Background: an optimization exercise with open tools, aiming at small area, a short achievable clock period and few clock cycles. Do not read the settings as production practice. The RTL was checked by simulation tests, not by an equivalence proof against the original design. Power figures rest on the tool's default switching activity, not on a simulated workload.

==> design/flow/design.v <==
package lane_isa_pkg;
  typedef enum logic [2:0] {
    VOP_ADD,
    VOP_SUB,
    VOP_AND,
    VOP_OR,
    VOP_XOR,
    VOP_STORE
  } vop_e;
  typedef logic [$clog2(8)-1:0] vreg_t;
  typedef logic [$clog2(8)-1:0]    velem_t;
  typedef logic [$clog2(8):0]      vlen_t;
  typedef logic [3:0]                        vid_t;   
  typedef logic [32-1:0]             elem_t;
  typedef struct packed {
    vop_e  op;
    vreg_t vd;
    vreg_t vs1;
    vreg_t vs2;
    vlen_t vl;
    vid_t  id;
  } vinsn_t;
  typedef logic [$clog2(8 * 8 / 2)-1:0] vaddr_t;
  typedef enum logic {
    OPQ_A,
    OPQ_B
  } opqueue_e;
  typedef struct packed {
    logic     we;
    vaddr_t   addr;
    elem_t    wdata;
    opqueue_e tgt;
  } vrf_req_t;
  typedef struct packed {
    vreg_t  vreg;
    velem_t idx;
    elem_t  data;
  } ldu_wr_t;
  typedef struct packed {
    vop_e  op;
    vlen_t vl;
  } alu_cmd_t;
  localparam int unsigned VidW    = 4;
  localparam int unsigned VinsnW  = 3 + 3 * $clog2(8) + $clog2(8) + 1 + VidW;
  localparam int unsigned VaddrW  = $clog2(8 * 8 / 2);
  localparam int unsigned VrfReqW = 1 + VaddrW + 32 + 1;
  localparam int unsigned LduWrW  = $clog2(8) + $clog2(8) + 32;
endpackage
`timescale 1ns/1ps
module stream_buffer #(
  parameter int unsigned Width = 1,
  parameter int unsigned Depth = 2
) (
  input  logic     clk_i,
  input  logic     rst_ni,
  input  logic [Width-1:0] data_i,
  input  logic     valid_i,
  output logic     ready_o,
  output logic [Width-1:0] data_o,
  output logic     valid_o,
  input  logic     ready_i
);
  localparam int unsigned PtrW = (Depth > 1) ? $clog2(Depth) : 1;
  localparam int unsigned CntW = $clog2(Depth + 1);
  logic     [Width-1:0] mem_q [Depth];
  logic     [PtrW-1:0] wr_ptr_q, rd_ptr_q;
  logic     [CntW-1:0] count_q;
  logic                full, push, pop;
  assign full    = (count_q == CntW'(Depth));
  assign ready_o = (Depth > 1) ? (count_q + 2 <= Depth) : !full;
  assign valid_o = (count_q != '0);
  assign data_o  = mem_q[rd_ptr_q];
  assign push    = valid_i && !full;
  assign pop     = valid_o && ready_i;
  always_ff @(posedge clk_i) begin
    if (push) mem_q[wr_ptr_q] <= data_i;
  end
  always_ff @(posedge clk_i or negedge rst_ni) begin
    if (!rst_ni) begin
      wr_ptr_q <= '0;
      rd_ptr_q <= '0;
      count_q  <= '0;
    end else begin
      if (push) wr_ptr_q <= (wr_ptr_q == PtrW'(Depth - 1)) ? '0 : wr_ptr_q + 1'b1;
      if (pop) rd_ptr_q <= (rd_ptr_q == PtrW'(Depth - 1)) ? '0 : rd_ptr_q + 1'b1;
      count_q <= count_q + CntW'(push) - CntW'(pop);
    end
  end
endmodule
`timescale 1ns/1ps
module vector_regfile (
  input  logic                                          clk_i,
  input  logic                                          rst_ni,
  input  logic [2-1:0][lane_isa_pkg::VrfReqW-1:0] req_i,
  input  logic [2-1:0]                      req_valid_i,
  output logic [1:0][32-1:0]                     rdata_o,
  output logic [1:0]                                     rdata_valid_o
);
  localparam int unsigned NrWords = 8 * 8 / 2;
  logic [2-1:0]                 req_we, req_tgt;
  logic [2-1:0][32-1:0] bank_rdata;
  logic [1:0][32-1:0]                rdata_q;
  logic [1:0]                                rd_hit, rvalid_q;
  logic [2-1:0][lane_isa_pkg::VaddrW-1:0] req_addr;
  logic [2-1:0][32-1:0] req_wdata;
  localparam int unsigned TgtBit   = 0;
  localparam int unsigned WdataLsb = 1;
  localparam int unsigned AddrLsb  = WdataLsb + 32;
  localparam int unsigned WeBit    = AddrLsb + lane_isa_pkg::VaddrW;
  for (genvar b = 0; b < 2; b++) begin : gen_bank
    logic [32-1:0] mem_q [NrWords];
    assign req_we[b]     = req_i[b][WeBit];
    assign req_tgt[b]    = req_i[b][TgtBit];
    assign req_addr[b]   = req_i[b][AddrLsb +: lane_isa_pkg::VaddrW];
    assign req_wdata[b]  = req_i[b][WdataLsb +: 32];
    assign bank_rdata[b] = mem_q[req_addr[b]];
    always_ff @(posedge clk_i) begin
      if (req_valid_i[b] && req_we[b]) mem_q[req_addr[b]] <= req_wdata[b];
    end
  end
  always_comb begin
    rd_hit = '0;
    for (int b = 0; b < 2; b++) begin
      if (req_valid_i[b] && !req_we[b]) rd_hit[req_tgt[b]] = 1'b1;
    end
  end
  always_ff @(posedge clk_i) begin
    for (int b = 0; b < 2; b++) begin
      if (req_valid_i[b] && !req_we[b]) rdata_q[req_tgt[b]] <= bank_rdata[b];
    end
  end
  always_ff @(posedge clk_i or negedge rst_ni) begin
    if (!rst_ni) rvalid_q <= '0;
    else rvalid_q <= rd_hit;
  end
  assign rdata_o       = rdata_q;
  assign rdata_valid_o = rvalid_q;
endmodule
`timescale 1ns/1ps
module vector_alu (
  input  logic     clk_i,
  input  logic     rst_ni,
  input  lane_isa_pkg::alu_cmd_t cmd_i,
  input  logic     cmd_valid_i,
  output logic     cmd_ready_o,
  input  lane_isa_pkg::elem_t    opa_i,
  input  logic     opa_valid_i,
  output logic     opa_ready_o,
  input  lane_isa_pkg::elem_t    opb_i,
  input  logic     opb_valid_i,
  output logic     opb_ready_o,
  output lane_isa_pkg::elem_t    res_o,
  output logic     res_valid_o,
  input  logic     res_ready_i,
  output lane_isa_pkg::elem_t    stu_operand_o,
  output logic     stu_valid_o,
  input  logic     stu_ready_i,
  output logic     idle_o
);
  lane_isa_pkg::alu_cmd_t cmd_q;
  logic     busy_q, out_valid_q;
  lane_isa_pkg::vlen_t    cnt_q;
  lane_isa_pkg::elem_t    out_q, result;
  logic     is_store, out_ready, pop, last;
  assign is_store    = (cmd_q.op == lane_isa_pkg::VOP_STORE);
  assign cmd_ready_o = !busy_q;
  assign idle_o      = !busy_q;
  assign out_ready   = is_store ? stu_ready_i : res_ready_i;
  assign pop = busy_q && (cnt_q < cmd_q.vl) && opb_valid_i && (is_store || opa_valid_i) &&
               (!out_valid_q || out_ready);
  assign opa_ready_o = pop && !is_store;
  assign opb_ready_o = pop;
  assign last        = busy_q && (cnt_q == cmd_q.vl) && (!out_valid_q || out_ready);
  always_comb begin
    case (cmd_q.op)
      lane_isa_pkg::VOP_ADD: result = opa_i + opb_i;
      lane_isa_pkg::VOP_SUB: result = opa_i - opb_i;
      lane_isa_pkg::VOP_AND: result = opa_i & opb_i;
      lane_isa_pkg::VOP_OR:  result = opa_i | opb_i;
      lane_isa_pkg::VOP_XOR: result = opa_i ^ opb_i;
      default: result = opb_i;
    endcase
  end
  always_ff @(posedge clk_i or negedge rst_ni) begin
    if (!rst_ni) begin
      busy_q      <= 1'b0;
      out_valid_q <= 1'b0;
      cnt_q       <= '0;
    end else begin
      if (cmd_valid_i && cmd_ready_o) begin
        busy_q <= 1'b1;
        cnt_q  <= '0;
      end else if (last) begin
        busy_q <= 1'b0;
      end
      if (pop) begin
        cnt_q       <= cnt_q + 1'b1;
        out_valid_q <= 1'b1;
      end else if (out_ready) begin
        out_valid_q <= 1'b0;
      end
    end
  end
  always_ff @(posedge clk_i) begin
    if (cmd_valid_i && cmd_ready_o) cmd_q <= cmd_i;
    if (pop) out_q <= result;
  end
  assign res_o         = out_q;
  assign res_valid_o   = out_valid_q && !is_store;
  assign stu_operand_o = out_q;
  assign stu_valid_o   = out_valid_q && is_store;
endmodule
`timescale 1ns/1ps
module operand_requester (
  input  logic                          clk_i,
  input  logic                          rst_ni,
  input  lane_isa_pkg::vinsn_t                        cmd_i,
  input  logic                          cmd_valid_i,
  output logic                          cmd_ready_o,
  output logic [2-1:0][lane_isa_pkg::VrfReqW-1:0] vrf_req_o,
  output logic     [2-1:0] vrf_req_valid_o,
  input  logic                          qa_ready_i,
  input  logic                          qb_ready_i,
  input  lane_isa_pkg::elem_t                         alu_res_i,
  input  logic                          alu_res_valid_i,
  output logic                          alu_res_ready_o,
  input  lane_isa_pkg::ldu_wr_t                       ldu_wr_i,
  input  logic                          ldu_valid_i,
  output logic                          ldu_ready_o,
  output logic                          wb_done_o
);
  localparam int unsigned NrBanks = 2;
  localparam int unsigned BankW   = (NrBanks > 1) ? $clog2(NrBanks) : 1;
  localparam int unsigned AddrW   = lane_isa_pkg::VaddrW;
  localparam int unsigned IdxW    = $clog2(8);
  localparam int unsigned RegW    = $clog2(8);
  typedef logic [BankW-1:0] bank_t;
  function automatic logic [BankW-1:0] bank_of(logic [RegW-1:0] r, logic [IdxW-1:0] i);
    logic [31:0] s;
    s = 32'(r) + 32'(i);
    bank_of = s[BankW-1:0];
  endfunction
  function automatic logic [AddrW-1:0] addr_of(logic [RegW-1:0] r, logic [IdxW-1:0] i);
    logic [31:0] a;
    a = 32'(r) * (8 / NrBanks) + 32'(i) / NrBanks;
    addr_of = a[AddrW-1:0];
  endfunction
  lane_isa_pkg::vinsn_t                   cmd_q;
  logic                     busy_q, a_done_q, b_done_q;
  lane_isa_pkg::vlen_t                    rd_cnt_q, wr_cnt_q;
  lane_isa_pkg::velem_t                   rd_idx, wr_idx;
  bank_t                    wr_bank, ldu_bank, a_bank, b_bank;
  logic                     is_alu, alu_wr, ldu_wr, rd_active;
  logic                     gnt_a, gnt_b, elem_done;
  logic [NrBanks-1:0]       wr_busy;
  logic [NrBanks-1:0][3:0]  acc;
  lane_isa_pkg::vrf_req_t                 req;
  assign cmd_ready_o = !busy_q;
  assign is_alu      = busy_q && (cmd_q.op != lane_isa_pkg::VOP_STORE);
  assign rd_idx      = rd_cnt_q[IdxW-1:0];
  assign wr_idx      = wr_cnt_q[IdxW-1:0];
  assign wr_bank     = bank_of(cmd_q.vd, wr_idx);
  assign ldu_bank    = bank_of(ldu_wr_i.vreg, ldu_wr_i.idx);
  assign a_bank      = bank_of(cmd_q.vs1, rd_idx);
  assign b_bank      = bank_of(cmd_q.vs2, rd_idx);
  assign alu_res_ready_o = is_alu;
  assign alu_wr          = is_alu && alu_res_valid_i;
  assign ldu_ready_o     = !(alu_wr && (ldu_bank == wr_bank));
  assign ldu_wr          = ldu_valid_i && ldu_ready_o;
  always_comb begin
    for (int b = 0; b < NrBanks; b++) begin
      wr_busy[b] = (alu_wr && (wr_bank == BankW'(b))) || (ldu_wr && (ldu_bank == BankW'(b)));
    end
  end
  assign rd_active = busy_q && (rd_cnt_q < cmd_q.vl);
  assign gnt_a = rd_active && is_alu && !a_done_q && qa_ready_i && !wr_busy[a_bank];
  assign gnt_b = rd_active && !b_done_q && qb_ready_i && !wr_busy[b_bank] &&
                 !(gnt_a && (a_bank == b_bank));
  assign elem_done = rd_active && (a_done_q || gnt_a || !is_alu) && (b_done_q || gnt_b);
  assign wb_done_o = is_alu ? (alu_wr && (wr_cnt_q == cmd_q.vl - 1))
                            : (busy_q && gnt_b && (rd_cnt_q == cmd_q.vl - 1));
  always_comb begin
    for (int b = 0; b < NrBanks; b++) begin
      acc[b] = {gnt_b && (b_bank == BankW'(b)), gnt_a && (a_bank == BankW'(b)),
                ldu_wr && (ldu_bank == BankW'(b)), alu_wr && (wr_bank == BankW'(b))};
      vrf_req_valid_o[b] = |acc[b];
      req            = '0;
      if (acc[b][0]) begin
        req.we    = 1'b1;
        req.addr  = addr_of(cmd_q.vd, wr_idx);
        req.wdata = alu_res_i;
        req.tgt   = lane_isa_pkg::OPQ_A;
      end else if (acc[b][1]) begin
        req.we    = 1'b1;
        req.addr  = addr_of(ldu_wr_i.vreg, ldu_wr_i.idx);
        req.wdata = ldu_wr_i.data;
        req.tgt   = lane_isa_pkg::OPQ_A;
      end else if (acc[b][2]) begin
        req.addr  = addr_of(cmd_q.vs1, rd_idx);
        req.tgt   = lane_isa_pkg::OPQ_A;
      end else if (acc[b][3]) begin
        req.addr  = addr_of(cmd_q.vs2, rd_idx);
        req.tgt   = lane_isa_pkg::OPQ_B;
      end
      vrf_req_o[b] = req;
    end
  end
  always_ff @(posedge clk_i or negedge rst_ni) begin
    if (!rst_ni) begin
      busy_q   <= 1'b0;
      rd_cnt_q <= '0;
      wr_cnt_q <= '0;
      a_done_q <= 1'b0;
      b_done_q <= 1'b0;
    end else if (cmd_valid_i && cmd_ready_o) begin
      busy_q   <= 1'b1;
      rd_cnt_q <= '0;
      wr_cnt_q <= '0;
      a_done_q <= 1'b0;
      b_done_q <= 1'b0;
    end else begin
      if (wb_done_o) busy_q <= 1'b0;
      if (alu_wr) wr_cnt_q <= wr_cnt_q + 1'b1;
      if (elem_done) begin
        rd_cnt_q <= rd_cnt_q + 1'b1;
        a_done_q <= 1'b0;
        b_done_q <= 1'b0;
      end else begin
        a_done_q <= a_done_q || gnt_a;
        b_done_q <= b_done_q || gnt_b;
      end
    end
  end
  always_ff @(posedge clk_i) begin
    if (cmd_valid_i && cmd_ready_o) cmd_q <= cmd_i;
  end
endmodule
`timescale 1ns/1ps
module lane_sequencer (
  input  logic     clk_i,
  input  logic     rst_ni,
  input  lane_isa_pkg::vinsn_t   insn_i,
  input  logic     insn_valid_i,
  output logic     insn_ready_o,
  output lane_isa_pkg::vinsn_t   cmd_o,
  output logic     cmd_valid_o,
  input  logic     cmd_ready_i,
  output lane_isa_pkg::alu_cmd_t alu_cmd_o,
  output logic     alu_cmd_valid_o,
  input  logic     alu_cmd_ready_i,
  input  logic     wb_done_i,
  input  logic     alu_idle_i,
  output logic     done_o,
  output lane_isa_pkg::vid_t     done_id_o
);
  typedef enum logic [1:0] {
    IDLE,
    ISSUE,
    WAIT
  } state_e;
  state_e state_q, state_d;
  lane_isa_pkg::vinsn_t insn_q;
  logic   cmd_sent_q, alu_sent_q, wb_seen_q;
  logic   cmd_fire, alu_fire;
  assign insn_ready_o    = (state_q == IDLE);
  assign cmd_o           = insn_q;
  assign cmd_valid_o     = (state_q == ISSUE) && !cmd_sent_q;
  assign alu_cmd_o       = {insn_q.op, insn_q.vl};
  assign alu_cmd_valid_o = (state_q == ISSUE) && !alu_sent_q;
  assign cmd_fire        = cmd_valid_o && cmd_ready_i;
  assign alu_fire        = alu_cmd_valid_o && alu_cmd_ready_i;
  assign done_o    = (state_q == WAIT) && (wb_seen_q || wb_done_i) && alu_idle_i;
  assign done_id_o = insn_q.id;
  always_comb begin
    state_d = state_q;
    case (state_q)
      IDLE:  if (insn_valid_i) state_d = ISSUE;
      ISSUE: if ((cmd_sent_q || cmd_fire) && (alu_sent_q || alu_fire)) state_d = WAIT;
      WAIT:  if (done_o) state_d = IDLE;
      default: state_d = IDLE;
    endcase
  end
  always_ff @(posedge clk_i or negedge rst_ni) begin
    if (!rst_ni) begin
      state_q    <= IDLE;
      cmd_sent_q <= 1'b0;
      alu_sent_q <= 1'b0;
      wb_seen_q  <= 1'b0;
    end else begin
      state_q <= state_d;
      if (state_q == IDLE) begin
        cmd_sent_q <= 1'b0;
        alu_sent_q <= 1'b0;
        wb_seen_q  <= 1'b0;
      end else begin
        cmd_sent_q <= cmd_sent_q || cmd_fire;
        alu_sent_q <= alu_sent_q || alu_fire;
        wb_seen_q  <= wb_seen_q || wb_done_i;
      end
    end
  end
  always_ff @(posedge clk_i) begin
    if (insn_valid_i && insn_ready_o) insn_q <= insn_i;
  end
endmodule
`timescale 1ns/1ps
module lane (
  input  logic    clk_i,
  input  logic    rst_ni,
  input  logic [lane_isa_pkg::VinsnW-1:0]  insn_i,
  input  logic    insn_valid_i,
  output logic    insn_ready_o,
  input  logic [lane_isa_pkg::LduWrW-1:0] ldu_wr_i,
  input  logic    ldu_valid_i,
  output logic    ldu_ready_o,
  output logic [32-1:0]     stu_operand_o,
  output logic    stu_valid_o,
  input  logic    stu_ready_i,
  output logic    done_o,
  output logic [lane_isa_pkg::VidW-1:0]    done_id_o
);
  lane_isa_pkg::vinsn_t   cmd;
  logic     cmd_valid, cmd_ready;
  lane_isa_pkg::alu_cmd_t alu_cmd;
  logic     alu_cmd_valid, alu_cmd_ready, alu_idle, wb_done;
  lane_sequencer lane_sequencer_inst (
    .clk_i          (clk_i),
    .rst_ni         (rst_ni),
    .insn_i         (insn_i),
    .insn_valid_i   (insn_valid_i),
    .insn_ready_o   (insn_ready_o),
    .cmd_o          (cmd),
    .cmd_valid_o    (cmd_valid),
    .cmd_ready_i    (cmd_ready),
    .alu_cmd_o      (alu_cmd),
    .alu_cmd_valid_o(alu_cmd_valid),
    .alu_cmd_ready_i(alu_cmd_ready),
    .wb_done_i      (wb_done),
    .alu_idle_i     (alu_idle),
    .done_o         (done_o),
    .done_id_o      (done_id_o)
  );
  logic [2-1:0][lane_isa_pkg::VrfReqW-1:0] vrf_req;
  logic     [2-1:0] vrf_req_valid;
  logic [1:0][32-1:0]     vrf_rdata;
  logic     [1:0]                vrf_rdata_valid;
  lane_isa_pkg::ldu_wr_t                       ldu_wr;
  logic                          ldu_valid, ldu_ready;
  logic                          qa_ready, qb_ready;
  lane_isa_pkg::elem_t                         alu_res;
  logic                          alu_res_valid, alu_res_ready;
  stream_buffer #(.Width(lane_isa_pkg::LduWrW), .Depth(1)) ldu_buffer_inst (
    .clk_i  (clk_i),
    .rst_ni (rst_ni),
    .data_i (ldu_wr_i),
    .valid_i(ldu_valid_i),
    .ready_o(ldu_ready_o),
    .data_o (ldu_wr),
    .valid_o(ldu_valid),
    .ready_i(ldu_ready)
  );
  operand_requester operand_requester_inst (
    .clk_i          (clk_i),
    .rst_ni         (rst_ni),
    .cmd_i          (cmd),
    .cmd_valid_i    (cmd_valid),
    .cmd_ready_o    (cmd_ready),
    .vrf_req_o      (vrf_req),
    .vrf_req_valid_o(vrf_req_valid),
    .qa_ready_i     (qa_ready),
    .qb_ready_i     (qb_ready),
    .alu_res_i      (alu_res),
    .alu_res_valid_i(alu_res_valid),
    .alu_res_ready_o(alu_res_ready),
    .ldu_wr_i       (ldu_wr),
    .ldu_valid_i    (ldu_valid),
    .ldu_ready_o    (ldu_ready),
    .wb_done_o      (wb_done)
  );
  vector_regfile vector_regfile_inst (
    .clk_i        (clk_i),
    .rst_ni       (rst_ni),
    .req_i        (vrf_req),
    .req_valid_i  (vrf_req_valid),
    .rdata_o      (vrf_rdata),
    .rdata_valid_o(vrf_rdata_valid)
  );
  lane_isa_pkg::elem_t opa, opb;
  logic  opa_valid, opa_ready, opb_valid, opb_ready;
  stream_buffer #(.Width(32), .Depth(4)) queue_a_inst (
    .clk_i  (clk_i),
    .rst_ni (rst_ni),
    .data_i (vrf_rdata[lane_isa_pkg::OPQ_A]),
    .valid_i(vrf_rdata_valid[lane_isa_pkg::OPQ_A]),
    .ready_o(qa_ready),
    .data_o (opa),
    .valid_o(opa_valid),
    .ready_i(opa_ready)
  );
  stream_buffer #(.Width(32), .Depth(4)) queue_b_inst (
    .clk_i  (clk_i),
    .rst_ni (rst_ni),
    .data_i (vrf_rdata[lane_isa_pkg::OPQ_B]),
    .valid_i(vrf_rdata_valid[lane_isa_pkg::OPQ_B]),
    .ready_o(qb_ready),
    .data_o (opb),
    .valid_o(opb_valid),
    .ready_i(opb_ready)
  );
  vector_alu vector_alu_inst (
    .clk_i        (clk_i),
    .rst_ni       (rst_ni),
    .cmd_i        (alu_cmd),
    .cmd_valid_i  (alu_cmd_valid),
    .cmd_ready_o  (alu_cmd_ready),
    .opa_i        (opa),
    .opa_valid_i  (opa_valid),
    .opa_ready_o  (opa_ready),
    .opb_i        (opb),
    .opb_valid_i  (opb_valid),
    .opb_ready_o  (opb_ready),
    .res_o        (alu_res),
    .res_valid_o  (alu_res_valid),
    .res_ready_i  (alu_res_ready),
    .stu_operand_o(stu_operand_o),
    .stu_valid_o  (stu_valid_o),
    .stu_ready_i  (stu_ready_i),
    .idle_o       (alu_idle)
  );
endmodule
==> design/flow/run.sh <==
#!/bin/bash
# synth_recipe.tcl (not shown) runs the flow's synth.tcl, then flattens the netlist and writes it again
# the make line also repeats each setting of config.mk as NAME=value (left out here)
make -C /OpenROAD-flow-scripts/flow DESIGN_CONFIG=/design/flow/config.mk WORK_HOME=/design/flow/orfs CLKGATE_MAP_FILE= SYNTH_SCRIPT=/design/flow/synth_recipe.tcl finish
==> design/flow/config.mk <==
export PLATFORM = sky130hd
export DESIGN_NAME = lane
export DESIGN_NICKNAME = lane
export VERILOG_FILES = /design/flow/design.v
export SDC_FILE = /design/flow/constraint.sdc
export NUM_CORES = 4
export LEC_CHECK = 0
export CAP_MARGIN = 20
export CORE_MARGIN = 2
export CORE_UTILIZATION = 40
export SLEW_MARGIN = 20
==> design/flow/constraint.sdc <==
create_clock -name core_clock -period 7.0 [get_ports {clk_i}]
set_input_delay 1.4000 -clock core_clock [delete_from_list [all_inputs] [get_ports {clk_i}]]
set_output_delay 1.4000 -clock core_clock [all_outputs]
set_load 0.01 [all_outputs]
==> results.toml <==
[clock_tree]
clkTransAtPathRegs_ns = 0.06
cts.hold.buffers_added = 0
clkLatencyLatePin_ns = 0.91
cts_tree = "built"
postCtsSetupRepairBufs = 0
cts_buffers = 240
cts_buffer_depth = 3
htreeDepth = 4
cts_resized = 0
root_buffer = "clkbuf_16"
clock_sinks = 2520

[layout]
fin_cells = 10900
multiInputGateArea_um2 = 26600
area_growth_pct = 13.7
num-nets-final = 7511
final_cell_mix = "edfxtp_1 (2417), nand2_1 (1419), mux2i_1 (529)"
final_common_cell = "edfxtp_1"
final-seq-area_um2 = 74800
fillers = 22200
stdcell_area_um2 = 117000
drive_gt1_share_pct = 11.2
utilization_pct = 45.6

[grt]
grt_max_degree = 157
grt_util_all_layers_pct = 22.9
antenna_found_initial = 7
grt_first_pass_wirelength_um = 435000
grt_pass1_vias = 60000
grt-ovfl-total = 0

[timing]
rsz0062_at_grt = "no"
fin_crit_ns = 6.62
timing.fmax_mhz = 151
fin_setup_tns_ns = 0
setup-violations-final = 0
min_period_over_period_pct = 94.6
fin_skew_ns = 0.0668
whs_ns = 0.433
worst_slew_pin_slew_ns = 1.18
maxSlewViolCount = 0
slew_headroom_pct = 21.1
hold_violations = 0

[die]
core_um2 = 256000
start_util_pct = 40.1
io_pins = 103
chipHeight_um = 511
placementRows = 186
die_area_um2 = 261000
dieWidth_um = 511

[synthesis]
syn_nets = 7321
synthXorXnorAreaFrac_pct = 0.681
yosysWarnings = 6
synth_compound_area_share_pct = 6.57
ys_seq_elements = 2520
synth-main-ff-cell = "edfxtp_1"
syn_inst = 7131
yosysSeqAreaShare_pct = 72.9
synthMuxAreaShare_pct = 6.67
netlist_area_um2 = 103000
syn_area_per_cell_um2 = 14.4
synthSimpleGateAreaFrac_pct = 9.53
ys_types = 91
async_flop_share_pct = 1.55
synth_edf_count = 2417
synth_fa_ha_area_share_pct = 1.57
synth_top_family_by_area = "simple AND/OR/NAND/NOR gates"

[power_and_ir_drop]
cellPowerDensity_nw_per_um2 = 495
irDropWorstVdd_v = 0.000414
p_leak_nw = 41.0

[critical_path]
critPathRequiredTime_ns = 5.60
worst_path_max_delay_cell = "o41ai_1"
critical_path.max_stage_delay_ns = 0.92
crit_path_cell_trace = "inv_1 -> ha_1 -> nor2b_1 -> o31ai_4 -> nand3_2 -> a211oi_4 -> nor2_1 -> o41ai_1 -> nor2_1 -> nor3_1 -> clkdlybuf4s50_1"
worstSetupPathType = "flip-flop to primary output"
crit_fanout = 12
end_kind = "primary output"
path_common_cell = "nor2_1"
arrival_ns = 5.22
critPathLaunchType = "flip-flop"

[route]
ant_nets = 0
drtIter0Drc = 7299
post_drt_wl_per_cell_um = 28.1
detailroute.via_count = 62300
totalWireLength_um = 307000
avgViaCountPerCell = 5.71
drtPass1Iterations = 6
drc = 0

[place]
placed_cells = 10500
port_buffers = 102
place_congestion = 0.932
place_area_um2 = 109000
dp_hpwl_um = 190000

[worst_hold_path]
min_path_type = "flip-flop to flip-flop"

[outcome]
status = "timing/DRC/antenna clean"

[run]
cap_violations = 0
-- worst paths after layout --
kind | cells past startpoint | end | slack (ns) | from
worst max register to register | 13 | vector_regfile_inst.rdata_q[0] | 0.85 | operand_requester_inst.rd_cnt_q[0]
worst max-delay path | 11 | done_o | 0.38 | operand_requester_inst.rd_cnt_q[0]
worst min register to register | 0 | operand_requester_inst.cmd_q[13] | 0.43 | lane_sequencer_inst.insn_q[13]
worst min-delay path | 0 | operand_requester_inst.cmd_q[13] | 0.43 | lane_sequencer_inst.insn_q[13]
min in group asynchronous | 2 | lane_sequencer_inst.alu_sent_q | 0.60 | rst_ni
max in group asynchronous | 2 | queue_b_inst.rd_ptr_q[1] | 5.92 | rst_ni
-- critical path: cells and delay by family (launching register included) --
kind	cells	cell delay, ns
AO/OA/AOI/OAI	3	1.66
AND/OR/NAND/NOR	5	1.02
buffers and inverters	2	0.88
flip-flops	1	0.57
adder cells (fa/ha/maj)	1	0.20
-- power by group --
part,internal [mW],switching [mW]
clock,6.79,5.68
combinational,6.84,16.8
sequential,20.6,1.15
total,34.2,23.6
-- logic make-up (layout without fill, tap and decap cells) --
group,after synthesis,in the layout
AO/OA/AOI/OAI,1032,1032
AND/OR/NAND/NOR,2255,2255
flip-flops,2520,2520
buffers and inverters,515,906
XOR/XNOR,79,79
multiplexers,603,603
adder cells (fa/ha/maj),127,127
other,0,5
-- synthesized netlist by cell type (30+ instances only) --
cell,n,area share [%]
mux2i_1,529,5.2
buf_2,126,0.61
o21ai_0,67,0.33
nand3_1,229,1.1
clkbuf_1,218,0.80
inv_1,112,0.41
a221oi_1,42,0.36
a22oi_1,30,0.22
nor2_1,264,0.97
and4_1,51,0.44
nor3_1,31,0.15
o221ai_1,33,0.28
mux4_2,64,1.4
a21oi_1,417,2.0
dfxtp_1,64,1.2
dfrtp_1,39,0.95
nand2_1,1436,5.2
or3_1,32,0.19
buf_1,41,0.15
ha_1,124,1.5
a32oi_1,77,0.66
nor4_1,93,0.57
o22ai_1,158,0.96
edfxtp_1,2417,71
xnor2_1,59,0.50
-- registers in the layout (all words and copies together), names as in the netlist, 7 cells and up --
register	count
vector_regfile_inst.rdata_q	64
ldu_buffer_inst.mem_q	38
vector_alu_inst.cmd_q	7
operand_requester_inst.cmd_q	16
lane_sequencer_inst.insn_q	20
queue_a_inst.mem_q	128
queue_b_inst.mem_q	128
vector_regfile_inst.gen_bank.mem_q	2048
vector_alu_inst.out_q	32
-- layout make-up --
type / count / share of cell area (%)
clock inverter: 128 / 0.949
sequential: 2520 / 64.1
multi-input combinational: 4096 / 22.8
tap: 3384 / 3.63
antenna: 5 / 0.0107
clock buffer: 315 / 5.43
inverter: 114 / 0.366
timing repair buffer: 349 / 2.77
-- per-layer routing --
metal / track usage [%] / share of wire [%] / vias to the layer above
met5: 0 / 0 / -
met4: 8.52 / 4.1 / 0
met3: 3.35 / 7.1 / 520
met2: 38.3 / 49 / 2644
met1: 30.3 / 40 / 31800
li1: - / - / 27400
-- metrics by stage --
step / setup WS [ns] / power [mW]
after floorplan: 1.64 / 34.9
after global placement: 0.764 / 44.9
after detailed placement: 0.867 / 45.2
after CTS: 0.407 / 57.6
after global routing: 0.152 / 60.1
final: 0.379 / 57.8
Testbench counts, summed over its fixed seeds: cycles 74,728.

-- re-timing with driven ports --
Ports are ideal in the flow. The routed layout listed here was re-timed in OpenROAD.
Step 1: set_driving_cell puts a clkbuf_16 on clk_i and a buf_2 on each other input, an assumption about the parent block.
Step 2 times the ports against the registers' clock, not the clock port: input delays grow and output delays shrink by t, the midpoint of the rising clock arrivals with the driver on.
Three values: no drivers, after step 1, after step 2; two values: the first two.
shift t [ns]: 0.965
setup slack, ns: 0.379 / 0.284 / 0.850
worst setup path at the end: register to register
latest minus earliest clock arrival (ns): 0.079 / 0.079
worst register clock-pin slew, ns: 0.07 / 0.07
After both steps setup and hold are still met in this run. For this run, drivers alone change the setup slack by -0.095 ns; drivers and shift together by +0.471 ns.
